From an optimization exercise on the open Yosys and OpenROAD flow, aimed at small area, a short achievable clock period and few clock cycles; shortcuts taken in it are not production practice. RTL that was checked went through simulation tests only; none was proved equivalent to the original. Power and IR drop assume default switching activity.

==> inputs of sierra <==
Design reindeer_core, start of the top module:
module reindeer_core (
    input  logic        clk,
    input  logic        arst_n_i,
    input  logic        start_i,
    input  logic [11:0] start_address_i,
    input  logic [31:0] mem_read_data_i,
    input  logic        mem_read_ack_i,
    input  logic [42:0] ocd_reg_i,
    output logic [9:0]  mem_addr_o,
    output logic        mem_read_en_o,
    output logic [31:0] ocd_reg_read_data_o,
    output logic        paused_o,
    output logic [11:0] peek_pc_o,
    output logic [31:0] peek_ir_o
);
export LEC_CHECK = 0
export CAP_MARGIN = 20
export CELL_PAD_IN_SITES_DETAIL_PLACEMENT = 1
export CELL_PAD_IN_SITES_GLOBAL_PLACEMENT = 1
export CORE_MARGIN = 2
export CORE_UTILIZATION = 45
export CTS_CLUSTER_DIAMETER = 80
export CTS_CLUSTER_SIZE = 20
export SETUP_SLACK_MARGIN = 2.5
export SLEW_MARGIN = 20
create_clock -name core_clock -period 6.0 [get_ports {clk}]
standard.sh (not shown) runs the stock make flow with config.mk's settings and CLKGATE_MAP_FILE= SYNTH_SCRIPT=/design/flow/synth_recipe.tcl, a recipe that flattens the netlist after the stock synthesis.
==> flow/flow/run.sh <==
#!/bin/bash
# The standard layout, except that the ports get plain buffers instead of
# the delay cells buffer_ports picks by default. Each port still has its own
# buffer; the resizer may size them later.
set -euo pipefail
export BUFFER_PORTS_ARGS="-buffer_cell sky130_fd_sc_hd__buf_2"
bash standard.sh > standard.log 2>&1
==> onyx (differences from sierra) <==
--- a/flow/design.v
+++ b/flow/design.v
@@ -40,12 +40,13 @@
     logic [31:0] h_q, s_q;    
     logic        hv_q, sv_q;  
     logic        h_legal_q, h_op_q, s_legal_q, s_op_q;
     logic        dph_q;       
     logic        in_legal, in_op;
     logic        halt;        
+    logic        halt_q;      
     logic        issue;       
     logic        keep;        
     logic        req;
     logic        arrive;
     logic        refill;      
     assign in_op    = (mem_read_data_i[6:0] == OPCODE_OP);
@@ -55,53 +56,56 @@
     assign issue  = hv_q & h_legal_q & (~h_op_q | dph_q);
     assign keep   = hv_q & h_legal_q & h_op_q & ~dph_q;
     assign refill = ~hv_q | issue;
     logic        en0_q, en1_q;
     assign req    = mem_read_ack_i ? en1_q : en0_q;
     assign arrive = mem_read_ack_i & live_q & ~halt;
-    logic        paused_n, out_n, live_n, dph_n, hv_n, sv_n;
+    logic        paused_n, halt_q_n, out_n, live_n, dph_n, hv_n, sv_n;
     logic        h_legal_n, h_op_n, s_op_n, s_take;
     logic        halt_n1, issue_n1;
-    assign paused_n  = paused_q ? ~start_i : halt;
+    assign paused_n  = paused_q ? ~start_i : halt_q;
+    assign halt_q_n  = halt & ~halt_q;
     assign out_n     = req | (out_q & ~mem_read_ack_i);
     assign live_n    = req | (live_q & ~mem_read_ack_i & ~halt);
     assign dph_n     = keep;
-    assign hv_n      = halt ? 1'b0 : (refill ? (sv_q | arrive) : hv_q);
+    assign hv_n      = halt ? ~halt_q : (refill ? (sv_q | arrive) : hv_q);
     assign sv_n      = halt ? 1'b0 : (refill ? (sv_q & arrive) : (sv_q | arrive));
     assign s_take    = arrive & ~(refill & ~sv_q);
     assign h_legal_n = refill ? (sv_q ? s_legal_q : in_legal) : h_legal_q;
     assign h_op_n    = refill ? (sv_q ? s_op_q : in_op) : h_op_q;
     assign s_op_n    = s_take ? in_op : s_op_q;
     assign halt_n1   = hv_n & ~h_legal_n;
     assign issue_n1  = hv_n & h_legal_n & (~h_op_n | dph_n);
     always_ff @(posedge clk or negedge arst_n_i) begin
         if (!arst_n_i) begin
             paused_q  <= 1'b1;
             run_q     <= 1'b0;
+            halt_q    <= 1'b0;
             out_q     <= 1'b0;
             live_q    <= 1'b0;
             faddr_q   <= '0;
             h_q       <= '0;
             hv_q      <= 1'b0;
             sv_q      <= 1'b0;
             dph_q     <= 1'b0;
             en0_q     <= 1'b0;
             en1_q     <= 1'b0;
         end else begin
             paused_q <= paused_n;
             run_q    <= ~paused_n;
+            halt_q   <= halt_q_n;
             out_q    <= out_n;
             live_q   <= live_n;
             dph_q    <= dph_n;
             hv_q     <= hv_n;
             sv_q     <= sv_n;
             en0_q    <= ~paused_n & ~halt_n1 & ~out_n;
             en1_q    <= ~paused_n & ~halt_n1 & (~out_n | ~(sv_n & issue_n1 & s_op_n));
             if (paused_q && start_i) begin
                 faddr_q <= start_address_i[11:2];
-            end else if (halt) begin
+            end else if (halt && !halt_q) begin
                 faddr_q <= faddr_q - 10'd1 - {9'd0, sv_q} - {9'd0, live_q};
             end else if (req) begin
                 faddr_q <= faddr_q + 10'd1;
             end
             if (!halt && refill) begin
                 if (sv_q) begin
@@ -130,24 +134,28 @@
     logic        we;
     logic [4:0]  waddr;
     logic [31:0] wdata;
     logic [31:0] result;
     logic        ev_q;
     logic [4:0]  rd_q;
-    assign we    = paused_q ? ocd_we : ev_q;
-    assign waddr = paused_q ? ocd_waddr : rd_q;
-    assign wdata = paused_q ? ocd_wdata : result;
+    logic [31:0] w_q;
+    logic        wv_q;
+    logic [4:0]  wrd_q;
+    assign we    = paused_q ? ocd_we : wv_q;
+    assign waddr = paused_q ? ocd_waddr : wrd_q;
+    assign wdata = paused_q ? ocd_wdata : w_q;
     for (genvar i = 1; i < 32; i++) begin : g_rf
         always_ff @(posedge clk) begin
             if (we && (waddr == 5'(i))) begin
                 rf[i] <= wdata;
             end
         end
     end
     logic [31:1] oh_q;        
     logic        fwd_q;       
+    logic        fwdw_q;      
     logic [31:0] rdw;         
     logic [4:0]  raddr_d;
     logic [31:0] nxt;         
     logic        is_op, is_lui;
     logic [2:0]  f3;
     logic [4:0]  rd;
@@ -162,24 +170,27 @@
     assign f3     = h_q[14:12];
     assign rd     = h_q[11:7];
     assign imm    = is_lui ? {h_q[31:12], 12'b0} : {{20{h_q[31]}}, h_q[31:20]};
     assign ev_d   = issue && (rd != 5'd0);
     assign nxt     = sv_q ? s_q : mem_read_data_i;
     assign raddr_d = keep ? h_q[24:20] : nxt[19:15];
+    logic        fwdw_d;
+    assign fwdw_d = ev_q && (rd_q == raddr_d);
     always_ff @(posedge clk) begin
         fwd_q  <= ev_d && (rd == raddr_d);
+        fwdw_q <= fwdw_d;
         for (int i = 1; i < 32; i++) begin
-            oh_q[i] <= (raddr_d == 5'(i)) && !paused_n;
+            oh_q[i] <= (raddr_d == 5'(i)) && !fwdw_d;
         end
     end
     logic [31:1] rsel;
     always_comb begin
         for (int i = 1; i < 32; i++) begin
-            rsel[i] = oh_q[i] | (!run_q && (ocd_raddr == 5'(i)));
-        end
-        rdw = '0;
+            rsel[i] = run_q ? oh_q[i] : (ocd_raddr == 5'(i));
+        end
+        rdw = {32{fwdw_q}} & w_q;
         for (int i = 1; i < 32; i++) begin
             rdw = rdw | ({32{rsel[i]}} & rf[i]);
         end
     end
     logic        alt, sub, bsel;
     assign alt  = (h_q[31:25] == 7'b0100000) && (is_op || (f3 == 3'b101)) && !is_lui;
@@ -203,15 +214,21 @@
         sra_q     <= alt && (f3 == 3'b101);
         rd_q     <= rd;
     end
     always_ff @(posedge clk or negedge arst_n_i) begin
         if (!arst_n_i) begin
             ev_q <= 1'b0;
+            wv_q <= 1'b0;
         end else begin
             ev_q <= ev_d;
-        end
+            wv_q <= ev_q;
+        end
+    end
+    always_ff @(posedge clk) begin
+        w_q   <= result;
+        wrd_q <= rd_q;
     end
     logic [31:0] sh_in, sh_out, sh_res;
     logic [32:0] kg [0:6];
     logic [32:0] kp [0:6];
     logic [31:0] hp;
     assign hp = a_q ^ b_q;
==> flow/config.mk (replaced) <==
export PLATFORM = sky130hd
export DESIGN_NAME = reindeer_core
export DESIGN_NICKNAME = reindeer_core
export VERILOG_FILES = /design/flow/design.v
export SDC_FILE = /design/flow/constraint.sdc
export NUM_CORES = 4
export LEC_CHECK = 0
export CAP_MARGIN = 20
export CELL_PAD_IN_SITES_DETAIL_PLACEMENT = 2
export CELL_PAD_IN_SITES_GLOBAL_PLACEMENT = 2
export CORE_MARGIN = 2
export CORE_UTILIZATION = 30
export CTS_CLUSTER_DIAMETER = 80
export CTS_CLUSTER_SIZE = 20
export SETUP_SLACK_MARGIN = 3.0
export SLEW_MARGIN = 20
==> harbor (differences from sierra) <==
--- a/flow/design.v
+++ b/flow/design.v
@@ -40,12 +40,13 @@
     logic [31:0] h_q, s_q;    
     logic        hv_q, sv_q;  
     logic        h_legal_q, h_op_q, s_legal_q, s_op_q;
     logic        dph_q;       
     logic        in_legal, in_op;
     logic        halt;        
+    logic        halt_q;      
     logic        issue;       
     logic        keep;        
     logic        req;
     logic        arrive;
     logic        refill;      
     assign in_op    = (mem_read_data_i[6:0] == OPCODE_OP);
@@ -55,53 +56,56 @@
     assign issue  = hv_q & h_legal_q & (~h_op_q | dph_q);
     assign keep   = hv_q & h_legal_q & h_op_q & ~dph_q;
     assign refill = ~hv_q | issue;
     logic        en0_q, en1_q;
     assign req    = mem_read_ack_i ? en1_q : en0_q;
     assign arrive = mem_read_ack_i & live_q & ~halt;
-    logic        paused_n, out_n, live_n, dph_n, hv_n, sv_n;
+    logic        paused_n, halt_q_n, out_n, live_n, dph_n, hv_n, sv_n;
     logic        h_legal_n, h_op_n, s_op_n, s_take;
     logic        halt_n1, issue_n1;
-    assign paused_n  = paused_q ? ~start_i : halt;
+    assign paused_n  = paused_q ? ~start_i : halt_q;
+    assign halt_q_n  = halt & ~halt_q;
     assign out_n     = req | (out_q & ~mem_read_ack_i);
     assign live_n    = req | (live_q & ~mem_read_ack_i & ~halt);
     assign dph_n     = keep;
-    assign hv_n      = halt ? 1'b0 : (refill ? (sv_q | arrive) : hv_q);
+    assign hv_n      = halt ? ~halt_q : (refill ? (sv_q | arrive) : hv_q);
     assign sv_n      = halt ? 1'b0 : (refill ? (sv_q & arrive) : (sv_q | arrive));
     assign s_take    = arrive & ~(refill & ~sv_q);
     assign h_legal_n = refill ? (sv_q ? s_legal_q : in_legal) : h_legal_q;
     assign h_op_n    = refill ? (sv_q ? s_op_q : in_op) : h_op_q;
     assign s_op_n    = s_take ? in_op : s_op_q;
     assign halt_n1   = hv_n & ~h_legal_n;
     assign issue_n1  = hv_n & h_legal_n & (~h_op_n | dph_n);
     always_ff @(posedge clk or negedge arst_n_i) begin
         if (!arst_n_i) begin
             paused_q  <= 1'b1;
             run_q     <= 1'b0;
+            halt_q    <= 1'b0;
             out_q     <= 1'b0;
             live_q    <= 1'b0;
             faddr_q   <= '0;
             h_q       <= '0;
             hv_q      <= 1'b0;
             sv_q      <= 1'b0;
             dph_q     <= 1'b0;
             en0_q     <= 1'b0;
             en1_q     <= 1'b0;
         end else begin
             paused_q <= paused_n;
             run_q    <= ~paused_n;
+            halt_q   <= halt_q_n;
             out_q    <= out_n;
             live_q   <= live_n;
             dph_q    <= dph_n;
             hv_q     <= hv_n;
             sv_q     <= sv_n;
             en0_q    <= ~paused_n & ~halt_n1 & ~out_n;
             en1_q    <= ~paused_n & ~halt_n1 & (~out_n | ~(sv_n & issue_n1 & s_op_n));
             if (paused_q && start_i) begin
                 faddr_q <= start_address_i[11:2];
-            end else if (halt) begin
+            end else if (halt && !halt_q) begin
                 faddr_q <= faddr_q - 10'd1 - {9'd0, sv_q} - {9'd0, live_q};
             end else if (req) begin
                 faddr_q <= faddr_q + 10'd1;
             end
             if (!halt && refill) begin
                 if (sv_q) begin
@@ -130,24 +134,28 @@
     logic        we;
     logic [4:0]  waddr;
     logic [31:0] wdata;
     logic [31:0] result;
     logic        ev_q;
     logic [4:0]  rd_q;
-    assign we    = paused_q ? ocd_we : ev_q;
-    assign waddr = paused_q ? ocd_waddr : rd_q;
-    assign wdata = paused_q ? ocd_wdata : result;
+    logic [31:0] w_q;
+    logic        wv_q;
+    logic [4:0]  wrd_q;
+    assign we    = paused_q ? ocd_we : wv_q;
+    assign waddr = paused_q ? ocd_waddr : wrd_q;
+    assign wdata = paused_q ? ocd_wdata : w_q;
     for (genvar i = 1; i < 32; i++) begin : g_rf
+        logic wsel;
+        assign wsel = we && (waddr == 5'(i));
         always_ff @(posedge clk) begin
-            if (we && (waddr == 5'(i))) begin
-                rf[i] <= wdata;
-            end
+            rf[i] <= ({32{wsel}} & wdata) | ({32{!wsel}} & rf[i]);
         end
     end
     logic [31:1] oh_q;        
     logic        fwd_q;       
+    logic        fwdw_q;      
     logic [31:0] rdw;         
     logic [4:0]  raddr_d;
     logic [31:0] nxt;         
     logic        is_op, is_lui;
     logic [2:0]  f3;
     logic [4:0]  rd;
@@ -162,36 +170,37 @@
     assign f3     = h_q[14:12];
     assign rd     = h_q[11:7];
     assign imm    = is_lui ? {h_q[31:12], 12'b0} : {{20{h_q[31]}}, h_q[31:20]};
     assign ev_d   = issue && (rd != 5'd0);
     assign nxt     = sv_q ? s_q : mem_read_data_i;
     assign raddr_d = keep ? h_q[24:20] : nxt[19:15];
+    logic        fwdw_d;
+    assign fwdw_d = ev_q && (rd_q == raddr_d);
     always_ff @(posedge clk) begin
         fwd_q  <= ev_d && (rd == raddr_d);
+        fwdw_q <= fwdw_d;
         for (int i = 1; i < 32; i++) begin
-            oh_q[i] <= (raddr_d == 5'(i)) && !paused_n;
+            oh_q[i] <= (raddr_d == 5'(i)) && !fwdw_d && !paused_n;
         end
     end
     logic [31:1] rsel;
     always_comb begin
         for (int i = 1; i < 32; i++) begin
             rsel[i] = oh_q[i] | (!run_q && (ocd_raddr == 5'(i)));
         end
-        rdw = '0;
+        rdw = {32{fwdw_q}} & w_q;
         for (int i = 1; i < 32; i++) begin
             rdw = rdw | ({32{rsel[i]}} & rf[i]);
         end
     end
     logic        alt, sub, bsel;
     assign alt  = (h_q[31:25] == 7'b0100000) && (is_op || (f3 == 3'b101)) && !is_lui;
     assign sub  = !is_lui && (((f3 == 3'b000) && alt) || (f3 == 3'b010) || (f3 == 3'b011));
     assign bsel = is_op || !run_q;
     always_ff @(posedge clk) begin
-        if (!dph_q) begin
-            a_q <= is_lui ? '0 : (fwd_q ? result : rdw);
-        end
+        a_q <= ({32{dph_q}} & a_q) | ({32{!dph_q && !is_lui}} & (fwd_q ? result : rdw));
         b_q      <= (bsel ? rdw : imm) ^ {32{sub && run_q}};
         sub_q    <= sub;
         sel_add_q <= is_lui || (f3 == 3'b000);
         sel_lt_q  <= !is_lui && (f3 == 3'b010);
         sel_ltu_q <= !is_lui && (f3 == 3'b011);
         sel_xor_q <= !is_lui && (f3 == 3'b100);
@@ -203,15 +212,21 @@
         sra_q     <= alt && (f3 == 3'b101);
         rd_q     <= rd;
     end
     always_ff @(posedge clk or negedge arst_n_i) begin
         if (!arst_n_i) begin
             ev_q <= 1'b0;
+            wv_q <= 1'b0;
         end else begin
             ev_q <= ev_d;
-        end
+            wv_q <= ev_q;
+        end
+    end
+    always_ff @(posedge clk) begin
+        w_q   <= result;
+        wrd_q <= rd_q;
     end
     logic [31:0] sh_in, sh_out, sh_res;
     logic [32:0] kg [0:6];
     logic [32:0] kp [0:6];
     logic [31:0] hp;
     assign hp = a_q ^ b_q;
--- a/flow/config.mk
+++ b/flow/config.mk
@@ -7,10 +7,10 @@
 export LEC_CHECK = 0
 export CAP_MARGIN = 20
 export CELL_PAD_IN_SITES_DETAIL_PLACEMENT = 1
 export CELL_PAD_IN_SITES_GLOBAL_PLACEMENT = 1
 export CORE_MARGIN = 2
 export CORE_UTILIZATION = 45
-export CTS_CLUSTER_DIAMETER = 80
-export CTS_CLUSTER_SIZE = 20
-export SETUP_SLACK_MARGIN = 2.5
+export CTS_CLUSTER_DIAMETER = 90
+export CTS_CLUSTER_SIZE = 24
+export SETUP_SLACK_MARGIN = 2.7
 export SLEW_MARGIN = 20
==> fjord (differences from sierra) <==
--- a/flow/design.v
+++ b/flow/design.v
@@ -40,12 +40,13 @@
     logic [31:0] h_q, s_q;    
     logic        hv_q, sv_q;  
     logic        h_legal_q, h_op_q, s_legal_q, s_op_q;
     logic        dph_q;       
     logic        in_legal, in_op;
     logic        halt;        
+    logic        halt_q;      
     logic        issue;       
     logic        keep;        
     logic        req;
     logic        arrive;
     logic        refill;      
     assign in_op    = (mem_read_data_i[6:0] == OPCODE_OP);
@@ -55,53 +56,56 @@
     assign issue  = hv_q & h_legal_q & (~h_op_q | dph_q);
     assign keep   = hv_q & h_legal_q & h_op_q & ~dph_q;
     assign refill = ~hv_q | issue;
     logic        en0_q, en1_q;
     assign req    = mem_read_ack_i ? en1_q : en0_q;
     assign arrive = mem_read_ack_i & live_q & ~halt;
-    logic        paused_n, out_n, live_n, dph_n, hv_n, sv_n;
+    logic        paused_n, halt_q_n, out_n, live_n, dph_n, hv_n, sv_n;
     logic        h_legal_n, h_op_n, s_op_n, s_take;
     logic        halt_n1, issue_n1;
-    assign paused_n  = paused_q ? ~start_i : halt;
+    assign paused_n  = paused_q ? ~start_i : halt_q;
+    assign halt_q_n  = halt & ~halt_q;
     assign out_n     = req | (out_q & ~mem_read_ack_i);
     assign live_n    = req | (live_q & ~mem_read_ack_i & ~halt);
     assign dph_n     = keep;
-    assign hv_n      = halt ? 1'b0 : (refill ? (sv_q | arrive) : hv_q);
+    assign hv_n      = halt ? ~halt_q : (refill ? (sv_q | arrive) : hv_q);
     assign sv_n      = halt ? 1'b0 : (refill ? (sv_q & arrive) : (sv_q | arrive));
     assign s_take    = arrive & ~(refill & ~sv_q);
     assign h_legal_n = refill ? (sv_q ? s_legal_q : in_legal) : h_legal_q;
     assign h_op_n    = refill ? (sv_q ? s_op_q : in_op) : h_op_q;
     assign s_op_n    = s_take ? in_op : s_op_q;
     assign halt_n1   = hv_n & ~h_legal_n;
     assign issue_n1  = hv_n & h_legal_n & (~h_op_n | dph_n);
     always_ff @(posedge clk or negedge arst_n_i) begin
         if (!arst_n_i) begin
             paused_q  <= 1'b1;
             run_q     <= 1'b0;
+            halt_q    <= 1'b0;
             out_q     <= 1'b0;
             live_q    <= 1'b0;
             faddr_q   <= '0;
             h_q       <= '0;
             hv_q      <= 1'b0;
             sv_q      <= 1'b0;
             dph_q     <= 1'b0;
             en0_q     <= 1'b0;
             en1_q     <= 1'b0;
         end else begin
             paused_q <= paused_n;
             run_q    <= ~paused_n;
+            halt_q   <= halt_q_n;
             out_q    <= out_n;
             live_q   <= live_n;
             dph_q    <= dph_n;
             hv_q     <= hv_n;
             sv_q     <= sv_n;
             en0_q    <= ~paused_n & ~halt_n1 & ~out_n;
             en1_q    <= ~paused_n & ~halt_n1 & (~out_n | ~(sv_n & issue_n1 & s_op_n));
             if (paused_q && start_i) begin
                 faddr_q <= start_address_i[11:2];
-            end else if (halt) begin
+            end else if (halt && !halt_q) begin
                 faddr_q <= faddr_q - 10'd1 - {9'd0, sv_q} - {9'd0, live_q};
             end else if (req) begin
                 faddr_q <= faddr_q + 10'd1;
             end
             if (!halt && refill) begin
                 if (sv_q) begin
@@ -130,24 +134,28 @@
     logic        we;
     logic [4:0]  waddr;
     logic [31:0] wdata;
     logic [31:0] result;
     logic        ev_q;
     logic [4:0]  rd_q;
-    assign we    = paused_q ? ocd_we : ev_q;
-    assign waddr = paused_q ? ocd_waddr : rd_q;
-    assign wdata = paused_q ? ocd_wdata : result;
+    logic [31:0] w_q;
+    logic        wv_q;
+    logic [4:0]  wrd_q;
+    assign we    = paused_q ? ocd_we : wv_q;
+    assign waddr = paused_q ? ocd_waddr : wrd_q;
+    assign wdata = paused_q ? ocd_wdata : w_q;
     for (genvar i = 1; i < 32; i++) begin : g_rf
         always_ff @(posedge clk) begin
             if (we && (waddr == 5'(i))) begin
                 rf[i] <= wdata;
             end
         end
     end
     logic [31:1] oh_q;        
     logic        fwd_q;       
+    logic        fwdw_q;      
     logic [31:0] rdw;         
     logic [4:0]  raddr_d;
     logic [31:0] nxt;         
     logic        is_op, is_lui;
     logic [2:0]  f3;
     logic [4:0]  rd;
@@ -162,24 +170,27 @@
     assign f3     = h_q[14:12];
     assign rd     = h_q[11:7];
     assign imm    = is_lui ? {h_q[31:12], 12'b0} : {{20{h_q[31]}}, h_q[31:20]};
     assign ev_d   = issue && (rd != 5'd0);
     assign nxt     = sv_q ? s_q : mem_read_data_i;
     assign raddr_d = keep ? h_q[24:20] : nxt[19:15];
+    logic        fwdw_d;
+    assign fwdw_d = ev_q && (rd_q == raddr_d);
     always_ff @(posedge clk) begin
         fwd_q  <= ev_d && (rd == raddr_d);
+        fwdw_q <= fwdw_d;
         for (int i = 1; i < 32; i++) begin
-            oh_q[i] <= (raddr_d == 5'(i)) && !paused_n;
+            oh_q[i] <= (raddr_d == 5'(i)) && !fwdw_d && !paused_n;
         end
     end
     logic [31:1] rsel;
     always_comb begin
         for (int i = 1; i < 32; i++) begin
             rsel[i] = oh_q[i] | (!run_q && (ocd_raddr == 5'(i)));
         end
-        rdw = '0;
+        rdw = {32{fwdw_q}} & w_q;
         for (int i = 1; i < 32; i++) begin
             rdw = rdw | ({32{rsel[i]}} & rf[i]);
         end
     end
     logic        alt, sub, bsel;
     assign alt  = (h_q[31:25] == 7'b0100000) && (is_op || (f3 == 3'b101)) && !is_lui;
@@ -203,15 +214,21 @@
         sra_q     <= alt && (f3 == 3'b101);
         rd_q     <= rd;
     end
     always_ff @(posedge clk or negedge arst_n_i) begin
         if (!arst_n_i) begin
             ev_q <= 1'b0;
+            wv_q <= 1'b0;
         end else begin
             ev_q <= ev_d;
-        end
+            wv_q <= ev_q;
+        end
+    end
+    always_ff @(posedge clk) begin
+        w_q   <= result;
+        wrd_q <= rd_q;
     end
     logic [31:0] sh_in, sh_out, sh_res;
     logic [32:0] kg [0:6];
     logic [32:0] kp [0:6];
     logic [31:0] hp;
     assign hp = a_q ^ b_q;
==> flow/config.mk (replaced) <==
export PLATFORM = sky130hd
export DESIGN_NAME = reindeer_core
export DESIGN_NICKNAME = reindeer_core
export VERILOG_FILES = /design/flow/design.v
export SDC_FILE = /design/flow/constraint.sdc
export NUM_CORES = 4
export LEC_CHECK = 0
export CAP_MARGIN = 20
export CELL_PAD_IN_SITES_DETAIL_PLACEMENT = 2
export CELL_PAD_IN_SITES_GLOBAL_PLACEMENT = 2
export CORE_MARGIN = 2
export CORE_UTILIZATION = 30
export CTS_CLUSTER_DIAMETER = 80
export CTS_CLUSTER_SIZE = 20
export SETUP_SLACK_MARGIN = 2.5
export SLEW_MARGIN = 20
==> qor summary <==
Status: harbor no timing/DRC/antenna violations; onyx no timing/DRC/antenna violations; fjord no timing/DRC/antenna violations; sierra no timing/DRC/antenna violations
Final core utilization: harbor 52.3%; onyx 39.2%; fjord 35.1%; sierra 53.1%
Critical path type: harbor in2reg; onyx in2reg; fjord in2reg; sierra reg2reg
Total Wirelength: harbor 222,000 um; onyx 261,000 um; fjord 231,000 um; sierra 209,000 um
Post-route fraction of the period consumed by the critical path: harbor 55.3%; onyx 57.3%; fjord 60.8%; sierra 59.5%
Clock tree buffer count of the final layout: harbor 87; onyx 98; fjord 101; sierra 95
Buffering overhead: harbor 6.45%; onyx 11.6%; fjord 4.91%; sierra 6.47%
Worst Reg-to-Reg Cells: harbor 10; onyx 12; fjord 11; sierra 16
Met2 Routed Length: harbor 106,000 um; onyx 128,000 um; fjord 115,000 um; sierra 98,900 um
Max FFs per register: harbor -; onyx 992; fjord 992; sierra 992
Final Non-Filler Cells: harbor 5,504; onyx 6,566; fjord 6,205; sierra 5,280
CP Launch Type: harbor input port; onyx input port; fjord input port; sierra register
Launch instance of the worst register-to-register path: harbor shamt_q[0]; onyx run_q; fjord b_q[23]; sierra a_q[8]
Floorplan row count: harbor 124; onyx 152; fjord 152; sierra 122
Clk_skew: harbor 0.0400 ns; onyx 0.0526 ns; fjord 0.0365 ns; sierra 0.0473 ns
Final critical delay including setup and external delays: harbor 3.32 ns; onyx 3.44 ns; fjord 3.65 ns; sierra 3.57 ns
Cell area after layout: harbor 59,800 um2; onyx 67,300 um2; fjord 60,200 um2; sierra 58,600 um2
Antenna diode count: harbor 10; onyx 3; fjord 3; sierra 1
Reg power frac: harbor 42.1%; onyx 34.5%; fjord 41.2%; sierra 39.3%
Total clock network power: harbor 4.65 mW; onyx 6.03 mW; fjord 6.12 mW; sierra 5.20 mW
Internal portion of total power: harbor 17.6 mW; onyx 21.1 mW; fjord 18.3 mW; sierra 19.3 mW
Synthesized-area fraction occupied by xor and xnor cells: harbor 1.23%; onyx 1.20%; fjord 1.27%; sierra 1.18%
Area growth from synthesis to layout: harbor 15.2%; onyx 29.8%; fjord 16.3%; sierra 17.4%
Number of gates resized after CTS: harbor 188; onyx 483; fjord 97; sierra 177
Testbench counts of onyx, summed over its fixed seeds: cycles 23,918.
Testbench counts of harbor, summed over its fixed seeds: cycles 23,918.
Testbench counts of fjord, summed over its fixed seeds: cycles 23,918.
No functional check of the RTL was part of sierra.

[port drivers added, routing unchanged]
No port has a modelled driver above. Below, the same layouts with a new extraction and two added sets of constraints. Step 1 sets driving cells, clkbuf_16 on the clock port and buf_2 on the other inputs (assumed; they add their load-dependent delay and slew). Step 2 adds t to the input delays and takes it off the output delays; t is the mean of the earliest and latest rising clock arrival at the registers after step 1. Input paths then give back, and output paths get back, about the clock's delay inside the block. a / b / c = ideal / step 1 / step 2; a / b = the first two.
run | shift t [ns] | slack for setup (ns) | hold slack, ns
sierra | 0.752 | 2.428 / 2.428 / 1.743 | 0.509 / 0.509 / 0.509
onyx | 0.797 | 2.564 / 2.573 / 1.788 | 0.375 / 0.375 / 0.375
harbor | 0.780 | 2.682 / 2.704 / 1.942 | 0.386 / 0.386 / 0.386
fjord | 0.792 | 2.352 / 2.399 / 1.607 | 0.371 / 0.371 / 0.371
After both steps setup and hold are still met in every run listed. The setup slack of onyx, which loses most, moves by +0.009 ns with the drivers and by -0.776 ns with both steps.
